Context: an optimization exercise on an open-source flow, tuned for small area, a short achievable clock period and few clock cycles per item. The choices shown serve that exercise and are no tape-out recipe.
Only simulation tests tie the RTL to the original design; equivalence was not proved.

==> design.v <==
package cvs_pkg;
  localparam logic [42:0] SUM_CAP = 43'h400_0000_0000;
  localparam int MUL_STEPS = 22;
  localparam int DIV_STEPS = 30;
  localparam logic [30:0] ONE_Q30 = 31'h4000_0000;
endpackage
module cvs_ctrl (
  input  logic clk_i,
  input  logic rst_ni,
  input  logic in_valid_i,
  input  logic last_pair_i,
  input  logic v0_i,         
  input  logic l0_i,         
  input  logic v1_i,         
  input  logic l1_i,         
  input  logic ps_idle_i,    
  input  logic ps_free_i,    
  output logic in_ready_o,
  output logic take_o,       
  output logic handoff_o,    
  output logic clr_o         
);
  logic rdy_q, blk_q, pend_q, rclr_q;
  logic final_avail, last_in_flight, set_blk, clr_blk, blk_n;
  assign in_ready_o     = rdy_q;
  assign take_o         = in_valid_i & rdy_q;
  assign final_avail    = (v1_i & l1_i) | pend_q;
  assign handoff_o      = final_avail & ps_free_i;
  assign last_in_flight = (v0_i & l0_i) | (v1_i & l1_i) | pend_q;
  assign set_blk        = take_o & last_pair_i & !(ps_idle_i & !last_in_flight);
  assign clr_blk        = handoff_o & !(v0_i & l0_i);
  assign blk_n          = set_blk | (blk_q & !clr_blk);
  assign clr_o          = handoff_o | rclr_q;
  always_ff @(posedge clk_i or negedge rst_ni) begin
    if (!rst_ni) begin
      rdy_q   <= 1'b1;
      blk_q   <= 1'b0;
      pend_q  <= 1'b0;
      rclr_q  <= 1'b1;
    end else begin
      rclr_q <= 1'b0;
      blk_q <= blk_n;
      rdy_q <= !blk_n;
      if (handoff_o) begin
        pend_q <= 1'b0;
      end else if (v1_i & l1_i) begin
        pend_q <= 1'b1;
      end
    end
  end
endmodule
module cvs_sq16 (
  input  logic [15:0] x,
  output logic [30:0] y
);
  logic t1, t2, t3, t4, t5, t6, t7, t8, t9, t10, t11, t12, t13, t14, t15, t16, t17, t18, t19, t20, t21, t22, t23, t24, t25, t26, t27, t28, t29, t30, t31, t32, t33, t34, t35, t36, t37, t38, t39, t40, t41, t42, t43, t44, t45, t46, t47, t48, t49, t50, t51, t52, t53, t54, t55, t56, t57, t58, t59, t60, t61, t62, t63, t64, t65, t66, t67, t68, t69, t70, t71, t72, t73, t74, t75, t76, t77, t78, t79, t80, t81, t82, t83, t84, t85, t86, t87, t88, t89, t90, t91, t92, t93, t94, t95, t96, t97, t98, t99, t100, t101, t102, t103, t104, t105, t106, t107, t108, t109, t110, t111, t112, t113, t114, t115, t116, t117, t118, t119, t120, t121, t122, t123, t124, t125, t126, t127, t128, t129, t130, t131, t132, t133, t134, t135, t136, t137, t138, t139, t140, t141, t142, t143, t144, t145, t146, t147, t148, t149, t150, t151, t152, t153, t154, t155, t156, t157, t158, t159, t160, t161, t162, t163, t164, t165, t166, t167, t168, t169, t170, t171, t172, t173, t174, t175, t176, t177, t178, t179, t180, t181, t182, t183, t184, t185, t186, t187, t188, t189, t190, t191, t192, t193, t194, t195, t196, t197, t198, t199, t200, t201, t202, t203, t204, t205, t206, t207, t208, t209, t210, t211, t212;
  assign t1 = (x[1] & x[14]) ^ (x[2] & x[13]);
  assign t2 = (x[1] & x[14]) & (x[2] & x[13]);
  assign t3 = (x[0] & x[11]) ^ (x[1] & x[10]);
  assign t4 = (x[0] & x[11]) & (x[1] & x[10]);
  assign t5 = (x[0] & x[12]) ^ (x[1] & x[11]);
  assign t6 = (x[0] & x[12]) & (x[1] & x[11]);
  assign t7 = (x[0] & x[13]) ^ (x[1] & x[12]) ^ (x[2] & x[11]);
  assign t8 = ((x[0] & x[13]) & (x[1] & x[12])) | ((x[0] & x[13]) & (x[2] & x[11])) | ((x[1] & x[12]) & (x[2] & x[11]));
  assign t9 = (x[3] & x[10]) ^ (x[4] & x[9]);
  assign t10 = (x[3] & x[10]) & (x[4] & x[9]);
  assign t11 = (x[0] & x[14]) ^ (x[1] & x[13]) ^ (x[2] & x[12]);
  assign t12 = ((x[0] & x[14]) & (x[1] & x[13])) | ((x[0] & x[14]) & (x[2] & x[12])) | ((x[1] & x[13]) & (x[2] & x[12]));
  assign t13 = (x[3] & x[11]) ^ (x[4] & x[10]);
  assign t14 = (x[3] & x[11]) & (x[4] & x[10]);
  assign t15 = (x[3] & x[12]) ^ (x[4] & x[11]) ^ (x[5] & x[10]);
  assign t16 = ((x[3] & x[12]) & (x[4] & x[11])) | ((x[3] & x[12]) & (x[5] & x[10])) | ((x[4] & x[11]) & (x[5] & x[10]));
  assign t17 = (x[6] & x[9]) ^ (x[7] & x[8]) ^ x[8];
  assign t18 = ((x[6] & x[9]) & (x[7] & x[8])) | ((x[6] & x[9]) & x[8]) | ((x[7] & x[8]) & x[8]);
  assign t19 = (x[15] & ~x[0]) ^ x[15];
  assign t20 = (x[15] & ~x[0]) & x[15];
  assign t21 = (x[2] & x[14]) ^ (x[3] & x[13]) ^ (x[4] & x[12]);
  assign t22 = ((x[2] & x[14]) & (x[3] & x[13])) | ((x[2] & x[14]) & (x[4] & x[12])) | ((x[3] & x[13]) & (x[4] & x[12]));
  assign t23 = (x[5] & x[11]) ^ (x[6] & x[10]) ^ (x[7] & x[9]);
  assign t24 = ((x[5] & x[11]) & (x[6] & x[10])) | ((x[5] & x[11]) & (x[7] & x[9])) | ((x[6] & x[10]) & (x[7] & x[9]));
  assign t25 = (x[15] & ~x[1]) ^ t2;
  assign t26 = (x[15] & ~x[1]) & t2;
  assign t27 = (x[3] & x[14]) ^ (x[4] & x[13]) ^ (x[5] & x[12]);
  assign t28 = ((x[3] & x[14]) & (x[4] & x[13])) | ((x[3] & x[14]) & (x[5] & x[12])) | ((x[4] & x[13]) & (x[5] & x[12]));
  assign t29 = (x[6] & x[11]) ^ (x[7] & x[10]) ^ (x[8] & x[9]);
  assign t30 = ((x[6] & x[11]) & (x[7] & x[10])) | ((x[6] & x[11]) & (x[8] & x[9])) | ((x[7] & x[10]) & (x[8] & x[9]));
  assign t31 = x[9] ^ (x[15] & ~x[2]);
  assign t32 = x[9] & (x[15] & ~x[2]);
  assign t33 = (x[4] & x[14]) ^ (x[5] & x[13]) ^ (x[6] & x[12]);
  assign t34 = ((x[4] & x[14]) & (x[5] & x[13])) | ((x[4] & x[14]) & (x[6] & x[12])) | ((x[5] & x[13]) & (x[6] & x[12]));
  assign t35 = (x[7] & x[11]) ^ (x[8] & x[10]);
  assign t36 = (x[7] & x[11]) & (x[8] & x[10]);
  assign t37 = (x[5] & x[14]) ^ (x[6] & x[13]) ^ (x[7] & x[12]);
  assign t38 = ((x[5] & x[14]) & (x[6] & x[13])) | ((x[5] & x[14]) & (x[7] & x[12])) | ((x[6] & x[13]) & (x[7] & x[12]));
  assign t39 = (x[8] & x[11]) ^ (x[9] & x[10]);
  assign t40 = (x[8] & x[11]) & (x[9] & x[10]);
  assign t41 = (x[6] & x[14]) ^ (x[7] & x[13]);
  assign t42 = (x[6] & x[14]) & (x[7] & x[13]);
  assign t43 = (x[7] & x[14]) ^ (x[8] & x[13]);
  assign t44 = (x[7] & x[14]) & (x[8] & x[13]);
  assign t45 = (x[0] & x[7]) ^ (x[1] & x[6]);
  assign t46 = (x[0] & x[7]) & (x[1] & x[6]);
  assign t47 = (x[0] & x[8]) ^ (x[1] & x[7]);
  assign t48 = (x[0] & x[8]) & (x[1] & x[7]);
  assign t49 = (x[0] & x[9]) ^ (x[1] & x[8]) ^ (x[2] & x[7]);
  assign t50 = ((x[0] & x[9]) & (x[1] & x[8])) | ((x[0] & x[9]) & (x[2] & x[7])) | ((x[1] & x[8]) & (x[2] & x[7]));
  assign t51 = (x[3] & x[6]) ^ (x[4] & x[5]);
  assign t52 = (x[3] & x[6]) & (x[4] & x[5]);
  assign t53 = (x[0] & x[10]) ^ (x[1] & x[9]) ^ (x[2] & x[8]);
  assign t54 = ((x[0] & x[10]) & (x[1] & x[9])) | ((x[0] & x[10]) & (x[2] & x[8])) | ((x[1] & x[9]) & (x[2] & x[8]));
  assign t55 = (x[3] & x[7]) ^ (x[4] & x[6]);
  assign t56 = (x[3] & x[7]) & (x[4] & x[6]);
  assign t57 = (x[2] & x[9]) ^ (x[3] & x[8]) ^ (x[4] & x[7]);
  assign t58 = ((x[2] & x[9]) & (x[3] & x[8])) | ((x[2] & x[9]) & (x[4] & x[7])) | ((x[3] & x[8]) & (x[4] & x[7]));
  assign t59 = (x[5] & x[6]) ^ x[6] ^ t3;
  assign t60 = ((x[5] & x[6]) & x[6]) | ((x[5] & x[6]) & t3) | (x[6] & t3);
  assign t61 = (x[2] & x[10]) ^ (x[3] & x[9]) ^ (x[4] & x[8]);
  assign t62 = ((x[2] & x[10]) & (x[3] & x[9])) | ((x[2] & x[10]) & (x[4] & x[8])) | ((x[3] & x[9]) & (x[4] & x[8]));
  assign t63 = (x[5] & x[7]) ^ t4 ^ t5;
  assign t64 = ((x[5] & x[7]) & t4) | ((x[5] & x[7]) & t5) | (t4 & t5);
  assign t65 = (x[5] & x[8]) ^ (x[6] & x[7]) ^ x[7];
  assign t66 = ((x[5] & x[8]) & (x[6] & x[7])) | ((x[5] & x[8]) & x[7]) | ((x[6] & x[7]) & x[7]);
  assign t67 = t6 ^ t7 ^ t9;
  assign t68 = (t6 & t7) | (t6 & t9) | (t7 & t9);
  assign t69 = (x[5] & x[9]) ^ (x[6] & x[8]) ^ t8;
  assign t70 = ((x[5] & x[9]) & (x[6] & x[8])) | ((x[5] & x[9]) & t8) | ((x[6] & x[8]) & t8);
  assign t71 = t10 ^ t11 ^ t13;
  assign t72 = (t10 & t11) | (t10 & t13) | (t11 & t13);
  assign t73 = t1 ^ t12 ^ t14;
  assign t74 = (t1 & t12) | (t1 & t14) | (t12 & t14);
  assign t75 = t15 ^ t17 ^ t19;
  assign t76 = (t15 & t17) | (t15 & t19) | (t17 & t19);
  assign t77 = t16 ^ t18 ^ t20;
  assign t78 = (t16 & t18) | (t16 & t20) | (t18 & t20);
  assign t79 = t21 ^ t23 ^ t25;
  assign t80 = (t21 & t23) | (t21 & t25) | (t23 & t25);
  assign t81 = t22 ^ t24 ^ t26;
  assign t82 = (t22 & t24) | (t22 & t26) | (t24 & t26);
  assign t83 = t27 ^ t29 ^ t31;
  assign t84 = (t27 & t29) | (t27 & t31) | (t29 & t31);
  assign t85 = (x[15] & ~x[3]) ^ t28 ^ t30;
  assign t86 = ((x[15] & ~x[3]) & t28) | ((x[15] & ~x[3]) & t30) | (t28 & t30);
  assign t87 = t32 ^ t33 ^ t35;
  assign t88 = (t32 & t33) | (t32 & t35) | (t33 & t35);
  assign t89 = x[10] ^ (x[15] & ~x[4]) ^ t34;
  assign t90 = (x[10] & (x[15] & ~x[4])) | (x[10] & t34) | ((x[15] & ~x[4]) & t34);
  assign t91 = t36 ^ t37 ^ t39;
  assign t92 = (t36 & t37) | (t36 & t39) | (t37 & t39);
  assign t93 = (x[8] & x[12]) ^ (x[9] & x[11]) ^ (x[15] & ~x[5]);
  assign t94 = ((x[8] & x[12]) & (x[9] & x[11])) | ((x[8] & x[12]) & (x[15] & ~x[5])) | ((x[9] & x[11]) & (x[15] & ~x[5]));
  assign t95 = t38 ^ t40 ^ t41;
  assign t96 = (t38 & t40) | (t38 & t41) | (t40 & t41);
  assign t97 = (x[9] & x[12]) ^ (x[10] & x[11]) ^ x[11];
  assign t98 = ((x[9] & x[12]) & (x[10] & x[11])) | ((x[9] & x[12]) & x[11]) | ((x[10] & x[11]) & x[11]);
  assign t99 = (x[15] & ~x[6]) ^ t42 ^ t43;
  assign t100 = ((x[15] & ~x[6]) & t42) | ((x[15] & ~x[6]) & t43) | (t42 & t43);
  assign t101 = (x[8] & x[14]) ^ (x[9] & x[13]) ^ (x[10] & x[12]);
  assign t102 = ((x[8] & x[14]) & (x[9] & x[13])) | ((x[8] & x[14]) & (x[10] & x[12])) | ((x[9] & x[13]) & (x[10] & x[12]));
  assign t103 = (x[15] & ~x[7]) ^ t44;
  assign t104 = (x[15] & ~x[7]) & t44;
  assign t105 = (x[9] & x[14]) ^ (x[10] & x[13]) ^ (x[11] & x[12]);
  assign t106 = ((x[9] & x[14]) & (x[10] & x[13])) | ((x[9] & x[14]) & (x[11] & x[12])) | ((x[10] & x[13]) & (x[11] & x[12]));
  assign t107 = x[12] ^ (x[15] & ~x[8]);
  assign t108 = x[12] & (x[15] & ~x[8]);
  assign t109 = (x[10] & x[14]) ^ (x[11] & x[13]);
  assign t110 = (x[10] & x[14]) & (x[11] & x[13]);
  assign t111 = (x[11] & x[14]) ^ (x[12] & x[13]);
  assign t112 = (x[11] & x[14]) & (x[12] & x[13]);
  assign t113 = (x[0] & x[5]) ^ (x[1] & x[4]);
  assign t114 = (x[0] & x[5]) & (x[1] & x[4]);
  assign t115 = (x[0] & x[6]) ^ (x[1] & x[5]);
  assign t116 = (x[0] & x[6]) & (x[1] & x[5]);
  assign t117 = (x[2] & x[5]) ^ (x[3] & x[4]) ^ x[4];
  assign t118 = ((x[2] & x[5]) & (x[3] & x[4])) | ((x[2] & x[5]) & x[4]) | ((x[3] & x[4]) & x[4]);
  assign t119 = (x[2] & x[6]) ^ (x[3] & x[5]) ^ t46;
  assign t120 = ((x[2] & x[6]) & (x[3] & x[5])) | ((x[2] & x[6]) & t46) | ((x[3] & x[5]) & t46);
  assign t121 = x[5] ^ t48 ^ t49;
  assign t122 = (x[5] & t48) | (x[5] & t49) | (t48 & t49);
  assign t123 = t50 ^ t52 ^ t53;
  assign t124 = (t50 & t52) | (t50 & t53) | (t52 & t53);
  assign t125 = t54 ^ t56 ^ t57;
  assign t126 = (t54 & t56) | (t54 & t57) | (t56 & t57);
  assign t127 = t58 ^ t60 ^ t61;
  assign t128 = (t58 & t60) | (t58 & t61) | (t60 & t61);
  assign t129 = t62 ^ t64 ^ t65;
  assign t130 = (t62 & t64) | (t62 & t65) | (t64 & t65);
  assign t131 = t66 ^ t68 ^ t69;
  assign t132 = (t66 & t68) | (t66 & t69) | (t68 & t69);
  assign t133 = t70 ^ t72 ^ t73;
  assign t134 = (t70 & t72) | (t70 & t73) | (t72 & t73);
  assign t135 = t74 ^ t76 ^ t77;
  assign t136 = (t74 & t76) | (t74 & t77) | (t76 & t77);
  assign t137 = t78 ^ t80 ^ t81;
  assign t138 = (t78 & t80) | (t78 & t81) | (t80 & t81);
  assign t139 = t82 ^ t84 ^ t85;
  assign t140 = (t82 & t84) | (t82 & t85) | (t84 & t85);
  assign t141 = t86 ^ t88 ^ t89;
  assign t142 = (t86 & t88) | (t86 & t89) | (t88 & t89);
  assign t143 = t90 ^ t92 ^ t93;
  assign t144 = (t90 & t92) | (t90 & t93) | (t92 & t93);
  assign t145 = t94 ^ t96 ^ t97;
  assign t146 = (t94 & t96) | (t94 & t97) | (t96 & t97);
  assign t147 = t98 ^ t100 ^ t101;
  assign t148 = (t98 & t100) | (t98 & t101) | (t100 & t101);
  assign t149 = t102 ^ t104 ^ t105;
  assign t150 = (t102 & t104) | (t102 & t105) | (t104 & t105);
  assign t151 = (x[15] & ~x[9]) ^ t106 ^ t108;
  assign t152 = ((x[15] & ~x[9]) & t106) | ((x[15] & ~x[9]) & t108) | (t106 & t108);
  assign t153 = x[13] ^ (x[15] & ~x[10]) ^ t110;
  assign t154 = (x[13] & (x[15] & ~x[10])) | (x[13] & t110) | ((x[15] & ~x[10]) & t110);
  assign t155 = (x[12] & x[14]) ^ (x[15] & ~x[11]);
  assign t156 = (x[12] & x[14]) & (x[15] & ~x[11]);
  assign t157 = (x[13] & x[14]) ^ x[14];
  assign t158 = (x[13] & x[14]) & x[14];
  assign t159 = (x[0] & x[3]) ^ (x[1] & x[2]);
  assign t160 = (x[0] & x[3]) & (x[1] & x[2]);
  assign t161 = (x[0] & x[4]) ^ (x[1] & x[3]);
  assign t162 = (x[0] & x[4]) & (x[1] & x[3]);
  assign t163 = (x[2] & x[3]) ^ x[3] ^ t113;
  assign t164 = ((x[2] & x[3]) & x[3]) | ((x[2] & x[3]) & t113) | (x[3] & t113);
  assign t165 = (x[2] & x[4]) ^ t114 ^ t115;
  assign t166 = ((x[2] & x[4]) & t114) | ((x[2] & x[4]) & t115) | (t114 & t115);
  assign t167 = t45 ^ t116 ^ t117;
  assign t168 = (t45 & t116) | (t45 & t117) | (t116 & t117);
  assign t169 = t47 ^ t118 ^ t119;
  assign t170 = (t47 & t118) | (t47 & t119) | (t118 & t119);
  assign t171 = t51 ^ t120 ^ t121;
  assign t172 = (t51 & t120) | (t51 & t121) | (t120 & t121);
  assign t173 = t55 ^ t122 ^ t123;
  assign t174 = (t55 & t122) | (t55 & t123) | (t122 & t123);
  assign t175 = t59 ^ t124 ^ t125;
  assign t176 = (t59 & t124) | (t59 & t125) | (t124 & t125);
  assign t177 = t63 ^ t126 ^ t127;
  assign t178 = (t63 & t126) | (t63 & t127) | (t126 & t127);
  assign t179 = t67 ^ t128 ^ t129;
  assign t180 = (t67 & t128) | (t67 & t129) | (t128 & t129);
  assign t181 = t71 ^ t130 ^ t131;
  assign t182 = (t71 & t130) | (t71 & t131) | (t130 & t131);
  assign t183 = t75 ^ t132 ^ t133;
  assign t184 = (t75 & t132) | (t75 & t133) | (t132 & t133);
  assign t185 = t79 ^ t134 ^ t135;
  assign t186 = (t79 & t134) | (t79 & t135) | (t134 & t135);
  assign t187 = t83 ^ t136 ^ t137;
  assign t188 = (t83 & t136) | (t83 & t137) | (t136 & t137);
  assign t189 = t87 ^ t138 ^ t139;
  assign t190 = (t87 & t138) | (t87 & t139) | (t138 & t139);
  assign t191 = t91 ^ t140 ^ t141;
  assign t192 = (t91 & t140) | (t91 & t141) | (t140 & t141);
  assign t193 = t95 ^ t142 ^ t143;
  assign t194 = (t95 & t142) | (t95 & t143) | (t142 & t143);
  assign t195 = t99 ^ t144 ^ t145;
  assign t196 = (t99 & t144) | (t99 & t145) | (t144 & t145);
  assign t197 = t103 ^ t146 ^ t147;
  assign t198 = (t103 & t146) | (t103 & t147) | (t146 & t147);
  assign t199 = t107 ^ t148 ^ t149;
  assign t200 = (t107 & t148) | (t107 & t149) | (t148 & t149);
  assign t201 = t109 ^ t150 ^ t151;
  assign t202 = (t109 & t150) | (t109 & t151) | (t150 & t151);
  assign t203 = t111 ^ t152 ^ t153;
  assign t204 = (t111 & t152) | (t111 & t153) | (t152 & t153);
  assign t205 = t112 ^ t154 ^ t155;
  assign t206 = (t112 & t154) | (t112 & t155) | (t154 & t155);
  assign t207 = (x[15] & ~x[12]) ^ t156 ^ t157;
  assign t208 = ((x[15] & ~x[12]) & t156) | ((x[15] & ~x[12]) & t157) | (t156 & t157);
  assign t209 = (x[15] & ~x[13]) ^ t158;
  assign t210 = (x[15] & ~x[13]) & t158;
  assign t211 = (x[15] & ~x[14]) ^ x[15];
  assign t212 = (x[15] & ~x[14]) & x[15];
  logic [30:0] r0, r1;
  assign r0 = {t210, t208, t206, t204, t202, t200, t198, t196, t194, t192, t190, t188, t186, t184, t182, t180, t178, t176, t174, t172, t170, t168, t166, t164, t162, t160, x[2], (x[0] & x[2]), (x[0] & x[1]), 1'b0, x[0]};
  assign r1 = {t211, t209, t207, t205, t203, t201, t199, t197, t195, t193, t191, t189, t187, t185, t183, t181, t179, t177, t175, t173, t171, t169, t167, t165, t163, t161, t159, 1'b0, x[1], 1'b0, 1'b0};
  assign y = r0 + r1;
endmodule
module cvs_sq17 (
  input  logic [16:0] x,
  output logic [32:0] y
);
  logic t1, t2, t3, t4, t5, t6, t7, t8, t9, t10, t11, t12, t13, t14, t15, t16, t17, t18, t19, t20, t21, t22, t23, t24, t25, t26, t27, t28, t29, t30, t31, t32, t33, t34, t35, t36, t37, t38, t39, t40, t41, t42, t43, t44, t45, t46, t47, t48, t49, t50, t51, t52, t53, t54, t55, t56, t57, t58, t59, t60, t61, t62, t63, t64, t65, t66, t67, t68, t69, t70, t71, t72, t73, t74, t75, t76, t77, t78, t79, t80, t81, t82, t83, t84, t85, t86, t87, t88, t89, t90, t91, t92, t93, t94, t95, t96, t97, t98, t99, t100, t101, t102, t103, t104, t105, t106, t107, t108, t109, t110, t111, t112, t113, t114, t115, t116, t117, t118, t119, t120, t121, t122, t123, t124, t125, t126, t127, t128, t129, t130, t131, t132, t133, t134, t135, t136, t137, t138, t139, t140, t141, t142, t143, t144, t145, t146, t147, t148, t149, t150, t151, t152, t153, t154, t155, t156, t157, t158, t159, t160, t161, t162, t163, t164, t165, t166, t167, t168, t169, t170, t171, t172, t173, t174, t175, t176, t177, t178, t179, t180, t181, t182, t183, t184, t185, t186, t187, t188, t189, t190, t191, t192, t193, t194, t195, t196, t197, t198, t199, t200, t201, t202, t203, t204, t205, t206, t207, t208, t209, t210;
  assign t1 = (x[0] & x[11]) ^ (x[1] & x[10]);
  assign t2 = (x[0] & x[11]) & (x[1] & x[10]);
  assign t3 = (x[0] & x[12]) ^ (x[1] & x[11]);
  assign t4 = (x[0] & x[12]) & (x[1] & x[11]);
  assign t5 = (x[0] & x[13]) ^ (x[1] & x[12]) ^ (x[2] & x[11]);
  assign t6 = ((x[0] & x[13]) & (x[1] & x[12])) | ((x[0] & x[13]) & (x[2] & x[11])) | ((x[1] & x[12]) & (x[2] & x[11]));
  assign t7 = (x[3] & x[10]) ^ (x[4] & x[9]);
  assign t8 = (x[3] & x[10]) & (x[4] & x[9]);
  assign t9 = (x[0] & x[14]) ^ (x[1] & x[13]) ^ (x[2] & x[12]);
  assign t10 = ((x[0] & x[14]) & (x[1] & x[13])) | ((x[0] & x[14]) & (x[2] & x[12])) | ((x[1] & x[13]) & (x[2] & x[12]));
  assign t11 = (x[3] & x[11]) ^ (x[4] & x[10]);
  assign t12 = (x[3] & x[11]) & (x[4] & x[10]);
  assign t13 = (x[0] & x[15]) ^ (x[1] & x[14]) ^ (x[2] & x[13]);
  assign t14 = ((x[0] & x[15]) & (x[1] & x[14])) | ((x[0] & x[15]) & (x[2] & x[13])) | ((x[1] & x[14]) & (x[2] & x[13]));
  assign t15 = (x[3] & x[12]) ^ (x[4] & x[11]) ^ (x[5] & x[10]);
  assign t16 = ((x[3] & x[12]) & (x[4] & x[11])) | ((x[3] & x[12]) & (x[5] & x[10])) | ((x[4] & x[11]) & (x[5] & x[10]));
  assign t17 = (x[6] & x[9]) ^ (x[7] & x[8]);
  assign t18 = (x[6] & x[9]) & (x[7] & x[8]);
  assign t19 = (x[1] & x[15]) ^ (x[2] & x[14]) ^ (x[3] & x[13]);
  assign t20 = ((x[1] & x[15]) & (x[2] & x[14])) | ((x[1] & x[15]) & (x[3] & x[13])) | ((x[2] & x[14]) & (x[3] & x[13]));
  assign t21 = (x[4] & x[12]) ^ (x[5] & x[11]) ^ (x[6] & x[10]);
  assign t22 = ((x[4] & x[12]) & (x[5] & x[11])) | ((x[4] & x[12]) & (x[6] & x[10])) | ((x[5] & x[11]) & (x[6] & x[10]));
  assign t23 = (x[7] & x[9]) ^ (x[16] & ~x[0]) ^ x[16];
  assign t24 = ((x[7] & x[9]) & (x[16] & ~x[0])) | ((x[7] & x[9]) & x[16]) | ((x[16] & ~x[0]) & x[16]);
  assign t25 = (x[2] & x[15]) ^ (x[3] & x[14]) ^ (x[4] & x[13]);
  assign t26 = ((x[2] & x[15]) & (x[3] & x[14])) | ((x[2] & x[15]) & (x[4] & x[13])) | ((x[3] & x[14]) & (x[4] & x[13]));
  assign t27 = (x[5] & x[12]) ^ (x[6] & x[11]) ^ (x[7] & x[10]);
  assign t28 = ((x[5] & x[12]) & (x[6] & x[11])) | ((x[5] & x[12]) & (x[7] & x[10])) | ((x[6] & x[11]) & (x[7] & x[10]));
  assign t29 = (x[8] & x[9]) ^ x[9] ^ (x[16] & ~x[1]);
  assign t30 = ((x[8] & x[9]) & x[9]) | ((x[8] & x[9]) & (x[16] & ~x[1])) | (x[9] & (x[16] & ~x[1]));
  assign t31 = (x[3] & x[15]) ^ (x[4] & x[14]) ^ (x[5] & x[13]);
  assign t32 = ((x[3] & x[15]) & (x[4] & x[14])) | ((x[3] & x[15]) & (x[5] & x[13])) | ((x[4] & x[14]) & (x[5] & x[13]));
  assign t33 = (x[6] & x[12]) ^ (x[7] & x[11]) ^ (x[8] & x[10]);
  assign t34 = ((x[6] & x[12]) & (x[7] & x[11])) | ((x[6] & x[12]) & (x[8] & x[10])) | ((x[7] & x[11]) & (x[8] & x[10]));
  assign t35 = (x[4] & x[15]) ^ (x[5] & x[14]) ^ (x[6] & x[13]);
  assign t36 = ((x[4] & x[15]) & (x[5] & x[14])) | ((x[4] & x[15]) & (x[6] & x[13])) | ((x[5] & x[14]) & (x[6] & x[13]));
  assign t37 = (x[7] & x[12]) ^ (x[8] & x[11]) ^ (x[9] & x[10]);
  assign t38 = ((x[7] & x[12]) & (x[8] & x[11])) | ((x[7] & x[12]) & (x[9] & x[10])) | ((x[8] & x[11]) & (x[9] & x[10]));
  assign t39 = (x[5] & x[15]) ^ (x[6] & x[14]) ^ (x[7] & x[13]);
  assign t40 = ((x[5] & x[15]) & (x[6] & x[14])) | ((x[5] & x[15]) & (x[7] & x[13])) | ((x[6] & x[14]) & (x[7] & x[13]));
  assign t41 = (x[6] & x[15]) ^ (x[7] & x[14]) ^ (x[8] & x[13]);
  assign t42 = ((x[6] & x[15]) & (x[7] & x[14])) | ((x[6] & x[15]) & (x[8] & x[13])) | ((x[7] & x[14]) & (x[8] & x[13]));
  assign t43 = (x[0] & x[7]) ^ (x[1] & x[6]);
  assign t44 = (x[0] & x[7]) & (x[1] & x[6]);
  assign t45 = (x[0] & x[8]) ^ (x[1] & x[7]);
  assign t46 = (x[0] & x[8]) & (x[1] & x[7]);
  assign t47 = (x[0] & x[9]) ^ (x[1] & x[8]) ^ (x[2] & x[7]);
  assign t48 = ((x[0] & x[9]) & (x[1] & x[8])) | ((x[0] & x[9]) & (x[2] & x[7])) | ((x[1] & x[8]) & (x[2] & x[7]));
  assign t49 = (x[3] & x[6]) ^ (x[4] & x[5]);
  assign t50 = (x[3] & x[6]) & (x[4] & x[5]);
  assign t51 = (x[0] & x[10]) ^ (x[1] & x[9]) ^ (x[2] & x[8]);
  assign t52 = ((x[0] & x[10]) & (x[1] & x[9])) | ((x[0] & x[10]) & (x[2] & x[8])) | ((x[1] & x[9]) & (x[2] & x[8]));
  assign t53 = (x[3] & x[7]) ^ (x[4] & x[6]);
  assign t54 = (x[3] & x[7]) & (x[4] & x[6]);
  assign t55 = (x[2] & x[9]) ^ (x[3] & x[8]) ^ (x[4] & x[7]);
  assign t56 = ((x[2] & x[9]) & (x[3] & x[8])) | ((x[2] & x[9]) & (x[4] & x[7])) | ((x[3] & x[8]) & (x[4] & x[7]));
  assign t57 = (x[5] & x[6]) ^ x[6] ^ t1;
  assign t58 = ((x[5] & x[6]) & x[6]) | ((x[5] & x[6]) & t1) | (x[6] & t1);
  assign t59 = (x[2] & x[10]) ^ (x[3] & x[9]) ^ (x[4] & x[8]);
  assign t60 = ((x[2] & x[10]) & (x[3] & x[9])) | ((x[2] & x[10]) & (x[4] & x[8])) | ((x[3] & x[9]) & (x[4] & x[8]));
  assign t61 = (x[5] & x[7]) ^ t2 ^ t3;
  assign t62 = ((x[5] & x[7]) & t2) | ((x[5] & x[7]) & t3) | (t2 & t3);
  assign t63 = (x[5] & x[8]) ^ (x[6] & x[7]) ^ x[7];
  assign t64 = ((x[5] & x[8]) & (x[6] & x[7])) | ((x[5] & x[8]) & x[7]) | ((x[6] & x[7]) & x[7]);
  assign t65 = t4 ^ t5 ^ t7;
  assign t66 = (t4 & t5) | (t4 & t7) | (t5 & t7);
  assign t67 = (x[5] & x[9]) ^ (x[6] & x[8]) ^ t6;
  assign t68 = ((x[5] & x[9]) & (x[6] & x[8])) | ((x[5] & x[9]) & t6) | ((x[6] & x[8]) & t6);
  assign t69 = t8 ^ t9 ^ t11;
  assign t70 = (t8 & t9) | (t8 & t11) | (t9 & t11);
  assign t71 = x[8] ^ t10 ^ t12;
  assign t72 = (x[8] & t10) | (x[8] & t12) | (t10 & t12);
  assign t73 = t13 ^ t15 ^ t17;
  assign t74 = (t13 & t15) | (t13 & t17) | (t15 & t17);
  assign t75 = t14 ^ t16 ^ t18;
  assign t76 = (t14 & t16) | (t14 & t18) | (t16 & t18);
  assign t77 = t19 ^ t21 ^ t23;
  assign t78 = (t19 & t21) | (t19 & t23) | (t21 & t23);
  assign t79 = t20 ^ t22 ^ t24;
  assign t80 = (t20 & t22) | (t20 & t24) | (t22 & t24);
  assign t81 = t25 ^ t27 ^ t29;
  assign t82 = (t25 & t27) | (t25 & t29) | (t27 & t29);
  assign t83 = (x[16] & ~x[2]) ^ t26 ^ t28;
  assign t84 = ((x[16] & ~x[2]) & t26) | ((x[16] & ~x[2]) & t28) | (t26 & t28);
  assign t85 = t30 ^ t31 ^ t33;
  assign t86 = (t30 & t31) | (t30 & t33) | (t31 & t33);
  assign t87 = x[10] ^ (x[16] & ~x[3]) ^ t32;
  assign t88 = (x[10] & (x[16] & ~x[3])) | (x[10] & t32) | ((x[16] & ~x[3]) & t32);
  assign t89 = t34 ^ t35 ^ t37;
  assign t90 = (t34 & t35) | (t34 & t37) | (t35 & t37);
  assign t91 = (x[8] & x[12]) ^ (x[9] & x[11]) ^ (x[16] & ~x[4]);
  assign t92 = ((x[8] & x[12]) & (x[9] & x[11])) | ((x[8] & x[12]) & (x[16] & ~x[4])) | ((x[9] & x[11]) & (x[16] & ~x[4]));
  assign t93 = t36 ^ t38 ^ t39;
  assign t94 = (t36 & t38) | (t36 & t39) | (t38 & t39);
  assign t95 = (x[9] & x[12]) ^ (x[10] & x[11]) ^ x[11];
  assign t96 = ((x[9] & x[12]) & (x[10] & x[11])) | ((x[9] & x[12]) & x[11]) | ((x[10] & x[11]) & x[11]);
  assign t97 = (x[16] & ~x[5]) ^ t40 ^ t41;
  assign t98 = ((x[16] & ~x[5]) & t40) | ((x[16] & ~x[5]) & t41) | (t40 & t41);
  assign t99 = (x[7] & x[15]) ^ (x[8] & x[14]) ^ (x[9] & x[13]);
  assign t100 = ((x[7] & x[15]) & (x[8] & x[14])) | ((x[7] & x[15]) & (x[9] & x[13])) | ((x[8] & x[14]) & (x[9] & x[13]));
  assign t101 = (x[10] & x[12]) ^ (x[16] & ~x[6]) ^ t42;
  assign t102 = ((x[10] & x[12]) & (x[16] & ~x[6])) | ((x[10] & x[12]) & t42) | ((x[16] & ~x[6]) & t42);
  assign t103 = (x[8] & x[15]) ^ (x[9] & x[14]) ^ (x[10] & x[13]);
  assign t104 = ((x[8] & x[15]) & (x[9] & x[14])) | ((x[8] & x[15]) & (x[10] & x[13])) | ((x[9] & x[14]) & (x[10] & x[13]));
  assign t105 = (x[11] & x[12]) ^ x[12] ^ (x[16] & ~x[7]);
  assign t106 = ((x[11] & x[12]) & x[12]) | ((x[11] & x[12]) & (x[16] & ~x[7])) | (x[12] & (x[16] & ~x[7]));
  assign t107 = (x[9] & x[15]) ^ (x[10] & x[14]) ^ (x[11] & x[13]);
  assign t108 = ((x[9] & x[15]) & (x[10] & x[14])) | ((x[9] & x[15]) & (x[11] & x[13])) | ((x[10] & x[14]) & (x[11] & x[13]));
  assign t109 = (x[10] & x[15]) ^ (x[11] & x[14]) ^ (x[12] & x[13]);
  assign t110 = ((x[10] & x[15]) & (x[11] & x[14])) | ((x[10] & x[15]) & (x[12] & x[13])) | ((x[11] & x[14]) & (x[12] & x[13]));
  assign t111 = (x[0] & x[5]) ^ (x[1] & x[4]);
  assign t112 = (x[0] & x[5]) & (x[1] & x[4]);
  assign t113 = (x[0] & x[6]) ^ (x[1] & x[5]);
  assign t114 = (x[0] & x[6]) & (x[1] & x[5]);
  assign t115 = (x[2] & x[5]) ^ (x[3] & x[4]) ^ x[4];
  assign t116 = ((x[2] & x[5]) & (x[3] & x[4])) | ((x[2] & x[5]) & x[4]) | ((x[3] & x[4]) & x[4]);
  assign t117 = (x[2] & x[6]) ^ (x[3] & x[5]) ^ t44;
  assign t118 = ((x[2] & x[6]) & (x[3] & x[5])) | ((x[2] & x[6]) & t44) | ((x[3] & x[5]) & t44);
  assign t119 = x[5] ^ t46 ^ t47;
  assign t120 = (x[5] & t46) | (x[5] & t47) | (t46 & t47);
  assign t121 = t48 ^ t50 ^ t51;
  assign t122 = (t48 & t50) | (t48 & t51) | (t50 & t51);
  assign t123 = t52 ^ t54 ^ t55;
  assign t124 = (t52 & t54) | (t52 & t55) | (t54 & t55);
  assign t125 = t56 ^ t58 ^ t59;
  assign t126 = (t56 & t58) | (t56 & t59) | (t58 & t59);
  assign t127 = t60 ^ t62 ^ t63;
  assign t128 = (t60 & t62) | (t60 & t63) | (t62 & t63);
  assign t129 = t64 ^ t66 ^ t67;
  assign t130 = (t64 & t66) | (t64 & t67) | (t66 & t67);
  assign t131 = t68 ^ t70 ^ t71;
  assign t132 = (t68 & t70) | (t68 & t71) | (t70 & t71);
  assign t133 = t72 ^ t74 ^ t75;
  assign t134 = (t72 & t74) | (t72 & t75) | (t74 & t75);
  assign t135 = t76 ^ t78 ^ t79;
  assign t136 = (t76 & t78) | (t76 & t79) | (t78 & t79);
  assign t137 = t80 ^ t82 ^ t83;
  assign t138 = (t80 & t82) | (t80 & t83) | (t82 & t83);
  assign t139 = t84 ^ t86 ^ t87;
  assign t140 = (t84 & t86) | (t84 & t87) | (t86 & t87);
  assign t141 = t88 ^ t90 ^ t91;
  assign t142 = (t88 & t90) | (t88 & t91) | (t90 & t91);
  assign t143 = t92 ^ t94 ^ t95;
  assign t144 = (t92 & t94) | (t92 & t95) | (t94 & t95);
  assign t145 = t96 ^ t98 ^ t99;
  assign t146 = (t96 & t98) | (t96 & t99) | (t98 & t99);
  assign t147 = t100 ^ t102 ^ t103;
  assign t148 = (t100 & t102) | (t100 & t103) | (t102 & t103);
  assign t149 = (x[16] & ~x[8]) ^ t104 ^ t106;
  assign t150 = ((x[16] & ~x[8]) & t104) | ((x[16] & ~x[8]) & t106) | (t104 & t106);
  assign t151 = x[13] ^ (x[16] & ~x[9]) ^ t108;
  assign t152 = (x[13] & (x[16] & ~x[9])) | (x[13] & t108) | ((x[16] & ~x[9]) & t108);
  assign t153 = (x[11] & x[15]) ^ (x[12] & x[14]) ^ (x[16] & ~x[10]);
  assign t154 = ((x[11] & x[15]) & (x[12] & x[14])) | ((x[11] & x[15]) & (x[16] & ~x[10])) | ((x[12] & x[14]) & (x[16] & ~x[10]));
  assign t155 = (x[12] & x[15]) ^ (x[13] & x[14]) ^ x[14];
  assign t156 = ((x[12] & x[15]) & (x[13] & x[14])) | ((x[12] & x[15]) & x[14]) | ((x[13] & x[14]) & x[14]);
  assign t157 = (x[0] & x[3]) ^ (x[1] & x[2]);
  assign t158 = (x[0] & x[3]) & (x[1] & x[2]);
  assign t159 = (x[0] & x[4]) ^ (x[1] & x[3]);
  assign t160 = (x[0] & x[4]) & (x[1] & x[3]);
  assign t161 = (x[2] & x[3]) ^ x[3] ^ t111;
  assign t162 = ((x[2] & x[3]) & x[3]) | ((x[2] & x[3]) & t111) | (x[3] & t111);
  assign t163 = (x[2] & x[4]) ^ t112 ^ t113;
  assign t164 = ((x[2] & x[4]) & t112) | ((x[2] & x[4]) & t113) | (t112 & t113);
  assign t165 = t43 ^ t114 ^ t115;
  assign t166 = (t43 & t114) | (t43 & t115) | (t114 & t115);
  assign t167 = t45 ^ t116 ^ t117;
  assign t168 = (t45 & t116) | (t45 & t117) | (t116 & t117);
  assign t169 = t49 ^ t118 ^ t119;
  assign t170 = (t49 & t118) | (t49 & t119) | (t118 & t119);
  assign t171 = t53 ^ t120 ^ t121;
  assign t172 = (t53 & t120) | (t53 & t121) | (t120 & t121);
  assign t173 = t57 ^ t122 ^ t123;
  assign t174 = (t57 & t122) | (t57 & t123) | (t122 & t123);
  assign t175 = t61 ^ t124 ^ t125;
  assign t176 = (t61 & t124) | (t61 & t125) | (t124 & t125);
  assign t177 = t65 ^ t126 ^ t127;
  assign t178 = (t65 & t126) | (t65 & t127) | (t126 & t127);
  assign t179 = t69 ^ t128 ^ t129;
  assign t180 = (t69 & t128) | (t69 & t129) | (t128 & t129);
  assign t181 = t73 ^ t130 ^ t131;
  assign t182 = (t73 & t130) | (t73 & t131) | (t130 & t131);
  assign t183 = t77 ^ t132 ^ t133;
  assign t184 = (t77 & t132) | (t77 & t133) | (t132 & t133);
  assign t185 = t81 ^ t134 ^ t135;
  assign t186 = (t81 & t134) | (t81 & t135) | (t134 & t135);
  assign t187 = t85 ^ t136 ^ t137;
  assign t188 = (t85 & t136) | (t85 & t137) | (t136 & t137);
  assign t189 = t89 ^ t138 ^ t139;
  assign t190 = (t89 & t138) | (t89 & t139) | (t138 & t139);
  assign t191 = t93 ^ t140 ^ t141;
  assign t192 = (t93 & t140) | (t93 & t141) | (t140 & t141);
  assign t193 = t97 ^ t142 ^ t143;
  assign t194 = (t97 & t142) | (t97 & t143) | (t142 & t143);
  assign t195 = t101 ^ t144 ^ t145;
  assign t196 = (t101 & t144) | (t101 & t145) | (t144 & t145);
  assign t197 = t105 ^ t146 ^ t147;
  assign t198 = (t105 & t146) | (t105 & t147) | (t146 & t147);
  assign t199 = t107 ^ t148 ^ t149;
  assign t200 = (t107 & t148) | (t107 & t149) | (t148 & t149);
  assign t201 = t109 ^ t150 ^ t151;
  assign t202 = (t109 & t150) | (t109 & t151) | (t150 & t151);
  assign t203 = t110 ^ t152 ^ t153;
  assign t204 = (t110 & t152) | (t110 & t153) | (t152 & t153);
  assign t205 = (x[16] & ~x[11]) ^ t154 ^ t155;
  assign t206 = ((x[16] & ~x[11]) & t154) | ((x[16] & ~x[11]) & t155) | (t154 & t155);
  assign t207 = (x[13] & x[15]) ^ (x[16] & ~x[12]) ^ t156;
  assign t208 = ((x[13] & x[15]) & (x[16] & ~x[12])) | ((x[13] & x[15]) & t156) | ((x[16] & ~x[12]) & t156);
  assign t209 = (x[14] & x[15]) ^ x[15] ^ (x[16] & ~x[13]);
  assign t210 = ((x[14] & x[15]) & x[15]) | ((x[14] & x[15]) & (x[16] & ~x[13])) | (x[15] & (x[16] & ~x[13]));
  logic [32:0] r0, r1;
  assign r0 = {(x[16] & ~x[15]), (x[16] & ~x[14]), t208, t206, t204, t202, t200, t198, t196, t194, t192, t190, t188, t186, t184, t182, t180, t178, t176, t174, t172, t170, t168, t166, t164, t162, t160, t158, x[2], (x[0] & x[2]), (x[0] & x[1]), 1'b0, x[0]};
  assign r1 = {x[16], t210, t209, t207, t205, t203, t201, t199, t197, t195, t193, t191, t189, t187, t185, t183, t181, t179, t177, t175, t173, t171, t169, t167, t165, t163, t161, t159, t157, 1'b0, x[1], 1'b0, 1'b0};
  assign y = r0 + r1;
endmodule
module cosine_vector_similarity #(
  parameter int unsigned MAX_DIM = 4096
) (
  input  logic               clk_i,
  input  logic               rst_ni,
  input  logic               in_valid_i,
  output logic               in_ready_o,
  input  logic signed [15:0] a_elem_i,
  input  logic signed [15:0] b_elem_i,
  input  logic               last_pair_i,
  output logic               out_valid_o,
  input  logic               out_ready_i,
  output logic signed [31:0] similarity_o,
  output logic               zero_norm_o
);
  logic take, handoff, clr;
  logic v0_q, l0_q, v1_q, l1_q;
  logic ps_idle, ps_free;
  cvs_ctrl u_ctrl (
    .clk_i       (clk_i),
    .rst_ni      (rst_ni),
    .in_valid_i  (in_valid_i),
    .last_pair_i (last_pair_i),
    .v0_i        (v0_q),
    .l0_i        (l0_q),
    .v1_i        (v1_q),
    .l1_i        (l1_q),
    .ps_idle_i   (ps_idle),
    .ps_free_i   (ps_free),
    .in_ready_o  (in_ready_o),
    .take_o      (take),
    .handoff_o   (handoff),
    .clr_o       (clr)
  );
  always_ff @(posedge clk_i or negedge rst_ni) begin
    if (!rst_ni) begin
      v0_q <= 1'b0;
      l0_q <= 1'b0;
      v1_q <= 1'b0;
      l1_q <= 1'b0;
    end else begin
      v0_q <= take;
      l0_q <= take & last_pair_i;
      v1_q <= v0_q;
      l1_q <= l0_q;
    end
  end
  logic [15:0] a0_q, b0_q;
  logic [16:0] s0_q;
  always_ff @(posedge clk_i) begin
    a0_q <= take ? a_elem_i : '0;
    b0_q <= take ? b_elem_i : '0;
    s0_q <= take ? ({a_elem_i[15], a_elem_i} + {b_elem_i[15], b_elem_i}) : '0;
  end
  logic [30:0] aa_w, bb_w, aa_q, bb_q;
  logic [32:0] ss_w, ss_q;
  logic        nza_q, nzb_q;
  cvs_sq16 u_sqa (.x(a0_q), .y(aa_w));
  cvs_sq16 u_sqb (.x(b0_q), .y(bb_w));
  cvs_sq17 u_sqs (.x(s0_q), .y(ss_w));
  always_ff @(posedge clk_i) begin
    aa_q  <= aa_w;
    bb_q  <= bb_w;
    ss_q  <= ss_w;
    nza_q <= |a0_q;
    nzb_q <= |b0_q;
  end
  logic [43:0] dot_q;                  
  logic [42:0] na_q, nb_q;             
  logic        nza_acc_q, nzb_acc_q;   
  logic [43:0] dot_in;
  logic [42:0] na_in, nb_in;
  logic [42:0] na_w, nb_w, na_n, nb_n;
  logic [44:0] x1, x2, x3, x4, s1, c1, s2, c2, t2;
  logic [43:0] dot_w, dot_n;
  logic        nza_n, nzb_n;
  assign dot_in = dot_q;
  assign na_in  = na_q;
  assign nb_in  = nb_q;
  assign na_w = na_in + {12'd0, aa_q};
  assign nb_w = nb_in + {12'd0, bb_q};
  assign na_n = (na_w[42] & (|na_w[30:0])) ? cvs_pkg::SUM_CAP : na_w;
  assign nb_n = (nb_w[42] & (|nb_w[30:0])) ? cvs_pkg::SUM_CAP : nb_w;
  assign x1 = {dot_in, 1'b0};
  assign x2 = {12'd0, ss_q};
  assign x3 = ~{14'd0, aa_q};
  assign x4 = ~{14'd0, bb_q};
  assign s1 = x1 ^ x2 ^ x3;
  assign c1 = {((x1[43:0] & x2[43:0]) | (x1[43:0] & x3[43:0]) | (x2[43:0] & x3[43:0])), 1'b1};
  assign s2 = s1 ^ c1 ^ x4;
  assign c2 = {((s1[43:0] & c1[43:0]) | (s1[43:0] & x4[43:0]) | (c1[43:0] & x4[43:0])), 1'b1};
  assign t2 = s2 + c2;
  assign dot_w = t2[44:1];
  always_comb begin
    if (!dot_w[43] && dot_w[42] && (|dot_w[30:0])) begin
      dot_n = {1'b0, cvs_pkg::SUM_CAP};
    end else if (dot_w[43] && !dot_w[42]) begin
      dot_n = 44'hC00_0000_0000;
    end else begin
      dot_n = dot_w;
    end
  end
  assign nza_n = nza_acc_q | nza_q;
  assign nzb_n = nzb_acc_q | nzb_q;
  always_ff @(posedge clk_i) begin
    dot_q     <= clr ? '0 : dot_n;
    na_q      <= clr ? '0 : na_n;
    nb_q      <= clr ? '0 : nb_n;
    nza_acc_q <= !clr & nza_n;
    nzb_acc_q <= !clr & nzb_n;
  end
  localparam logic [1:0] PS_IDLE = 2'd0, PS_BUSY = 2'd1, PS_DONE = 2'd2;
  logic [1:0]  ps_st_q;
  logic [4:0]  pcnt_q;
  logic [42:0] ma_q, hp_q, hn_q;
  logic [43:0] lb_q;               
  logic [43:0] mu_q;               
  logic [43:0] lu_q;               
  logic        pneg_q, pzn_q;
  logic        ds_take;
  logic [43:0] u_abs;
  logic [44:0] sp_w, sn_w;
  assign u_abs = mu_q[43] ? (~mu_q + 44'd1) : mu_q;
  assign sp_w  = {2'b00, hp_q} + (lb_q[0] ? {2'b00, ma_q} : 45'd0)
               + (lb_q[1] ? {1'b0, ma_q, 1'b0} : 45'd0);
  assign sn_w  = {2'b00, hn_q} + (lu_q[0] ? {2'b00, mu_q[42:0]} : 45'd0)
               + (lu_q[1] ? {1'b0, mu_q[42:0], 1'b0} : 45'd0);
  assign ps_idle = (ps_st_q == PS_IDLE);
  assign ps_free = ps_idle | ds_take;
  always_ff @(posedge clk_i or negedge rst_ni) begin
    if (!rst_ni) begin
      ps_st_q <= PS_IDLE;
    end else if (handoff) begin
      ps_st_q <= PS_BUSY;
    end else if (ds_take) begin
      ps_st_q <= PS_IDLE;
    end else if (ps_st_q == PS_BUSY && pcnt_q == 5'(cvs_pkg::MUL_STEPS)) begin
      ps_st_q <= PS_DONE;
    end
  end
  always_ff @(posedge clk_i) begin
    if (handoff) begin
      pcnt_q <= '0;
      ma_q   <= na_n;
      lb_q   <= {1'b0, nb_n};
      mu_q   <= dot_n;
      hp_q   <= '0;
      hn_q   <= '0;
      pneg_q <= dot_n[43];
      pzn_q  <= !(nza_n & nzb_n);
    end else if (ps_st_q == PS_BUSY) begin
      pcnt_q <= pcnt_q + 5'd1;
      if (pcnt_q == 5'd0) begin
        mu_q <= u_abs;
        lu_q <= u_abs;
      end else begin
        hp_q <= sp_w[44:2];
        lb_q <= {sp_w[1:0], lb_q[43:2]};
        hn_q <= sn_w[44:2];
        lu_q <= {sn_w[1:0], lu_q[43:2]};
      end
    end
  end
  localparam logic [1:0] DS_IDLE = 2'd0, DS_BUSY = 2'd1, DS_FINAL = 2'd2;
  logic [1:0]  ds_st_q;
  logic [4:0]  dcnt_q;
  logic [84:0] rem_q, div_q;
  logic [1:0]  qd_q;
  logic [31:0] srem_q;
  logic [29:0] root_q;
  logic        dsat_q, dzn_q, dneg_q;
  logic        ov_q, zn_q;
  logic [31:0] sim_q;
  logic        out_load, ds_free;
  logic [84:0] n_full, p_full;
  assign n_full = {hn_q[40:0], lu_q};
  assign p_full = {hp_q[40:0], lb_q};
  assign ds_free = (ds_st_q == DS_IDLE) | ((ds_st_q == DS_FINAL) & !ov_q);
  assign ds_take = (ps_st_q == PS_DONE) & ds_free;
  assign out_load = (ds_st_q == DS_FINAL) & (!ov_q | out_ready_i);
  logic [87:0] r4, r4o, pd1, pd2, d1, d2, d3, e3s, e3c;
  logic [1:0]  q_w;
  logic [84:0] rem_n;
  assign r4  = {1'b0, rem_q, 2'b00};
  assign pd1 = {3'b000, div_q};
  assign pd2 = {2'b00, div_q, 1'b0};
  assign d1  = r4 - pd1;
  assign d2  = r4 - pd2;
  assign r4o = {r4[87:1], 1'b1};
  assign e3s = r4o ^ ~pd1 ^ ~pd2;
  assign e3c = {((r4o[86:0] & ~pd1[86:0]) | (r4o[86:0] & ~pd2[86:0]) | (~pd1[86:0] & ~pd2[86:0])), 1'b1};
  assign d3  = e3s + e3c;
  always_comb begin
    if (!d3[87]) begin
      q_w   = 2'd3;
      rem_n = d3[84:0];
    end else if (!d2[87]) begin
      q_w   = 2'd2;
      rem_n = d2[84:0];
    end else if (!d1[87]) begin
      q_w   = 2'd1;
      rem_n = d1[84:0];
    end else begin
      q_w   = 2'd0;
      rem_n = r4[84:0];
    end
  end
  logic [33:0] sq_t, sq_trial, sq_s;
  logic        sq_ge;
  assign sq_t     = {srem_q, qd_q};
  assign sq_trial = {2'b00, root_q, 2'b01};
  assign sq_s     = sq_t - sq_trial;
  assign sq_ge    = !sq_s[33];
  logic [30:0] r_pos, r_neg;
  logic [31:0] sim_n;
  assign r_pos = {2'b00, root_q[28:0]};
  assign r_neg = ~r_pos + 31'd1;
  always_comb begin
    if (dzn_q) begin
      sim_n = '0;
    end else if (dsat_q) begin
      sim_n = dneg_q ? -{1'b0, cvs_pkg::ONE_Q30} : {1'b0, cvs_pkg::ONE_Q30};
    end else if (dneg_q) begin
      sim_n = sq_ge ? {~r_pos, 1'b1} : {r_neg, 1'b0};
    end else begin
      sim_n = {r_pos, sq_ge};
    end
  end
  always_ff @(posedge clk_i or negedge rst_ni) begin
    if (!rst_ni) begin
      ds_st_q <= DS_IDLE;
      ov_q    <= 1'b0;
    end else begin
      if (ds_take) begin
        ds_st_q <= (pzn_q || (n_full >= p_full)) ? DS_FINAL : DS_BUSY;
      end else if (out_load) begin
        ds_st_q <= DS_IDLE;
      end else if (ds_st_q == DS_BUSY && dcnt_q == 5'(cvs_pkg::DIV_STEPS - 1)) begin
        ds_st_q <= DS_FINAL;
      end
      if (out_load) begin
        ov_q <= 1'b1;
      end else if (out_ready_i) begin
        ov_q <= 1'b0;
      end
    end
  end
  always_ff @(posedge clk_i) begin
    rem_q <= ds_take ? n_full : rem_n;
    if (ds_take) begin
      dcnt_q <= '0;
      div_q  <= p_full;
      srem_q <= '0;
      root_q <= '0;
      qd_q   <= '0;
      dsat_q <= (n_full >= p_full);
      dzn_q  <= pzn_q;
      dneg_q <= pneg_q;
    end else if (ds_st_q == DS_BUSY) begin
      dcnt_q <= dcnt_q + 5'd1;
      qd_q   <= q_w;
      if (dcnt_q != 5'd0) begin
        srem_q <= sq_ge ? sq_s[31:0] : sq_t[31:0];
        root_q <= {root_q[28:0], sq_ge};
      end
    end
    if (out_load) begin
      sim_q <= sim_n;
      zn_q  <= dzn_q;
    end
  end
  assign out_valid_o  = ov_q;
  assign similarity_o = sim_q;
  assign zero_norm_o  = zn_q;
endmodule
==> flow/run.sh <==
#!/bin/bash
set -euo pipefail
export SETUP_SLACK_MARGIN=8.5
bash standard.sh > standard.log 2>&1
==> standard.sh <==
#!/bin/bash
# synth_recipe.tcl (not shown) runs the flow's synth.tcl, then flattens the netlist and writes it again
# the make line also repeats each setting of config.mk as NAME=value (left out here)
make -C /OpenROAD-flow-scripts/flow DESIGN_CONFIG=/design/flow/config.mk WORK_HOME=/design/flow/orfs CLKGATE_MAP_FILE= SYNTH_SCRIPT=/design/flow/synth_recipe.tcl "${@:-finish}"
==> config.mk <==
export PLATFORM = sky130hd
export DESIGN_NAME = cosine_vector_similarity
export DESIGN_NICKNAME = cosine_vector_similarity
export VERILOG_FILES = /design/flow/design.v
export SDC_FILE = /design/flow/constraint.sdc
export NUM_CORES = 4
export LEC_CHECK = 0
export CAP_MARGIN = 20
export CORE_MARGIN = 2
export CORE_UTILIZATION = 55
export SLEW_MARGIN = 20
==> constraint.sdc <==
create_clock -name core_clock -period 14.0 [get_ports {clk_i}]
set_input_delay 2.8000 -clock core_clock [delete_from_list [all_inputs] [get_ports {clk_i}]]
set_output_delay 2.8000 -clock core_clock [all_outputs]
set_load 0.01 [all_outputs]
==> impl_metrics.csv <==
group,metric,value,unit
placement,place_ws,7.69,ns
critical_path,r2r_cells,15,
die,core_area,145000,um^2
logic_synthesis,yosys_register_bits,831,
logic_synthesis,synth_nets,10994,
drt,dr.pass1.iters,6,
global_route,antenna_found_initial,10,
cts,cts_buffers,97,
die,die_area,149000,um^2
sta,hold_ws,0.372,ns
final_layout,syn_to_final_growth,8.17,%
sta,finalCriticalPeriod,5.44,ns
critical_path,path_class,"register to register",
logic_synthesis,synthAdderAreaFrac,0.233,
placement,dp_cells,11384,
logic_synthesis,yosysUniqueCellTypes,103,
placement,hpwlAfterDp,204,mm
placement,io_buffers,71,
logic_synthesis,avgSynthCellArea,8.23,um^2
logic_synthesis,synthCells,9737,
die,pin_count,72,
final_layout,fin_util,0.597,
drt,avgViaCountPerCell,6.02,
cts,cts_root_buffer,"clkbuf_16",
final_layout,final-seq-area,19800,um^2
sta,finClkSkew,0.0279,ns
logic_synthesis,synthArstFlopShare,0.0156,
drt,drc_errors,0,
sta,finalSetupTns,0,ns
logic_synthesis,synth_mux_area_frac,0.00645,
drt,drtAntennaViolNets,0,
final_layout,multi_input_area,55200,um^2
sta,fin_crit_sh,0.389,
critical_path,path_buf_inv,1,
logic_synthesis,synth_area,80200,um^2
drt,vias,69769,
critical_path,endpoint_kind,"register",
worst_hold_path,min_path_type,"register to register",
logic_synthesis,yosys.area_share.simple,0.171,
critical_path,start_kind,"register",
sta,worst_pin_slew,1.05,ns
logic_synthesis,synth_compound_area_frac,0.203,
sta,relSlewSlack,0.299,
sta,hold_viol,0,
global_route,grt.total_usage,0.338,
worst_hold_path,hold-path-endpoint,"l1_q",
run_status,status,"finished clean",
critical_path,crit_family,"compound AO/OA/AOI/OAI gates",
logic_synthesis,seq_area_frac_synth,0.245,
logic_synthesis,ys_warn_count,2,
sta,final-setup-viol-count,0,
global_route,grt_max_degree,88,
die,die-height,386,um
logic_synthesis,synth_ff_type,"dfxtp_1",
final_layout,final_area,86700,um^2
critical_path,path_max_fanout,7,
worst_hold_path,min_path_cells,0,
drt,wl,256,mm
cts,htreeDepth,3,
critical_path,arrival,6.04,ns
cts,clockBufferDepth,3,
die,initial_core_util,0.552,
cts,clk_pin_slew_worst_paths,0.06,ns
die,die_x,386,um
global_route,grt_pass1_wl,389,mm
logic_synthesis,synth_top_family_by_area,"adder cells",
sta,clock.fmax,184,MHz
critical_path,r2r_slack,8.56,ns
cts,clock_latency,0.73,ns
critical_path,cp_data_required_time,14.60,ns
drt,wl_per_cell,22.1,um
critical_path,max_stage_delay,0.59,ns
cts,clock-sinks,831,
final_layout,drive_above_1_share,0.0502,
critical_path,rr_startpoint,"div_q[37]",
placement,post_dp_cell_area,82300,um^2
critical_path,rr_endpoint,"rem_q[80]",
critical_path,crit_slowest_cell,"a211oi_1",
worst_hold_path,hp-start,"l0_q",
final_layout,final_nets,10849,
sta,fin_ws,8.56,ns
sta,rsz0062_at_grt,"yes",
sta,drv_slew,0,
global_route,first_global_vias,66705,
cts,cts_tree,"built",
drt,drt_iter0_markers,5883,
final_layout,stdcell_count,11597,
die,rows,140,
final_layout,n_fill_cell,13155,
critical_path,cp_cell_sequence,"inv_1 -> ha_1 -> nand2_1 -> nor3_1 -> nand3_1 -> nor4_1 -> o21ai_0 -> a311oi_2 -> o211ai_1 -> a211oi_1 -> o22ai_1 -> o31ai_1 -> xnor2_1 -> o211a_1 -> a221o_1",
global_route,overflow,0,
logic_synthesis,synth_enable_flop_cells,297,
placement,gp_congestion,0.988,
job,max_cap_violations,0,
logic_synthesis,synth_xor_area_frac,0.0666,
==> flip-flops by register name, indices dropped and copies added (netlist names), 5 cells and up <==
signal,flops
a0_q,16
aa_q,30
b0_q,16
bb_q,30
dcnt_q,5
div_q,85
dot_q,44
hn_q,43
hp_q,43
lb_q,44
lu_q,44
ma_q,43
mu_q,44
na_q,43
nb_q,43
pcnt_q,5
rem_q,85
root_q,30
s0_q,17
sim_q,32
srem_q,32
ss_q,32
==> logic make-up (layout without fill, tap and decap cells) <==
family	Yosys count	in the layout
fa+ha+maj	1220	1220
flops	831	831
buf+inv	1562	1499
mux	49	49
compound gates	2577	2578
other cells	1	6
xor+xnor	608	608
simple gates	2889	2889
==> cell type report <==
| type | count | share of cell area |
|---|---|---|
| multi-input combinational | 7345 | 0.637 |
| tap | 1917 | 0.0277 |
| timing repair buffer | 154 | 0.0171 |
| clock inverter | 57 | 0.00782 |
| sequential | 831 | 0.228 |
| inverter | 1163 | 0.0505 |
| clock buffer | 125 | 0.0316 |
| antenna | 5 | 0.000144 |
==> cell usage in the layout, fill, tap and decap left out, types with 71 or more instances in the layout <==
cell and count:
o21a_1 80, o211ai_1 83, nor3_1 127, nor2b_1 109
nand2b_1 103, and3_1 109, dfxtp_1 473, clkdlybuf4s50_1 71
edfxtp_1 297, a31oi_1 76, xnor2_1 344, ha_1 763
xor2_1 256, and2_1 244, o21bai_1 101, nor2_1 758
nand3_1 148, inv_1 1160, nand2_1 920, a211oi_1 108
o22ai_1 118, fa_1 456, o21ai_0 472, nand4_1 144
clkbuf_16 103, a21o_1 309, a21oi_1 823
==> worst reg2reg max path, cell delays in order, from the launching register on <==
cell,delay (ns)
edfxtp_1,0.32
inv_1,0.13
ha_1,0.47
nand2_1,0.16
nor3_1,0.32
nand3_1,0.27
nor4_1,0.53
o21ai_0,0.51
a311oi_2,0.56
o211ai_1,0.23
a211oi_1,0.59
o22ai_1,0.34
o31ai_1,0.34
xnor2_1,0.11
o211a_1,0.21
a221o_1,0.25
==> synth_stat cells, drive strengths merged (42+ instances only) <==
| library cell | n | area [um^2] |
|---|---|---|
| edfxtp | 297 | 8920 |
| a31oi | 80 | 500 |
| o211ai | 83 | 623 |
| buf | 42 | 190 |
| ha | 764 | 9560 |
| and3 | 111 | 694 |
| and2 | 245 | 1530 |
| nand3 | 149 | 746 |
| o31ai | 58 | 454 |
| xor2 | 260 | 2280 |
| nor2 | 761 | 2860 |
| or3 | 49 | 312 |
| nor2b | 112 | 701 |
| fa | 456 | 9130 |
| o22ai | 118 | 738 |
| nand2b | 105 | 664 |
| nand2 | 924 | 3470 |
| a21o | 309 | 2320 |
| o21bai | 101 | 758 |
| nor3 | 130 | 656 |
| inv | 1162 | 4360 |
| clkbuf | 357 | 1340 |
| nor4 | 42 | 290 |
| o21ai | 500 | 2500 |
| dfxtp | 521 | 10400 |
| a211oi | 118 | 891 |
| xnor2 | 347 | 3040 |
| nand4 | 144 | 901 |
| a21oi | 827 | 4140 |
| o21a | 82 | 616 |
==> worst max path at each step <==
stage,start,to,cells past startpoint
6_report,div_q[37],rem_q[80],15
5_1_grt,aa_q[9],mu_q[18],19
4_1_cts,s0_q[14],ss_q[31],19
3_5_place_dp,a_elem_i[0],s0_q[14],17
3_3_place_gp,a_elem_i[0],s0_q[14],17
2_1_floorplan,a_elem_i[0],s0_q[14],16
==> metal layers <==
layer  part of all wire  GRT usage
met5            0.00011          0
met4              0.053      0.162
met3              0.066     0.0422
met2               0.45      0.534
met1               0.44      0.459
==> repair_timing <==
action                                  CTS  global route
endpoints found under the setup margin  178           192
pin swaps                                 2            16
hold buffers                              0             0
cloned                                    1             4
setup buffers                             3            18
gates resized for setup                  65           129
Testbench counts, summed over its fixed seeds: cycles 25,134, items 640.

## port drivers added, routing unchanged
How much do the figures lean on ideal ports? The routed layout below was timed once more, with nothing changed but the port constraints.
Step 1 (the two cells are an assumption about what drives the block):
set clk [get_ports {clk_i}]
set_driving_cell -lib_cell sky130_fd_sc_hd__clkbuf_16 $clk
set_driving_cell -lib_cell sky130_fd_sc_hd__buf_2 [delete_from_list [all_inputs] $clk]
Step 2 moves the port delays by t, midway between the first and last clock arrival at a register: inputs arrive t later, outputs are due t later. That takes back most of the time a late clock gives input paths.
Slacks: ideal / step 1 / step 2; pairs: ideal / step 1.
t (ns): 0.795
setup WS [ns]: 8.558 / 8.558 / 8.056
worst data-port slew with drivers (ns): 0.09
After both steps this run still meets setup and hold. For this run, drivers alone change the setup slack by 0.000 ns; drivers and shift together by -0.502 ns.
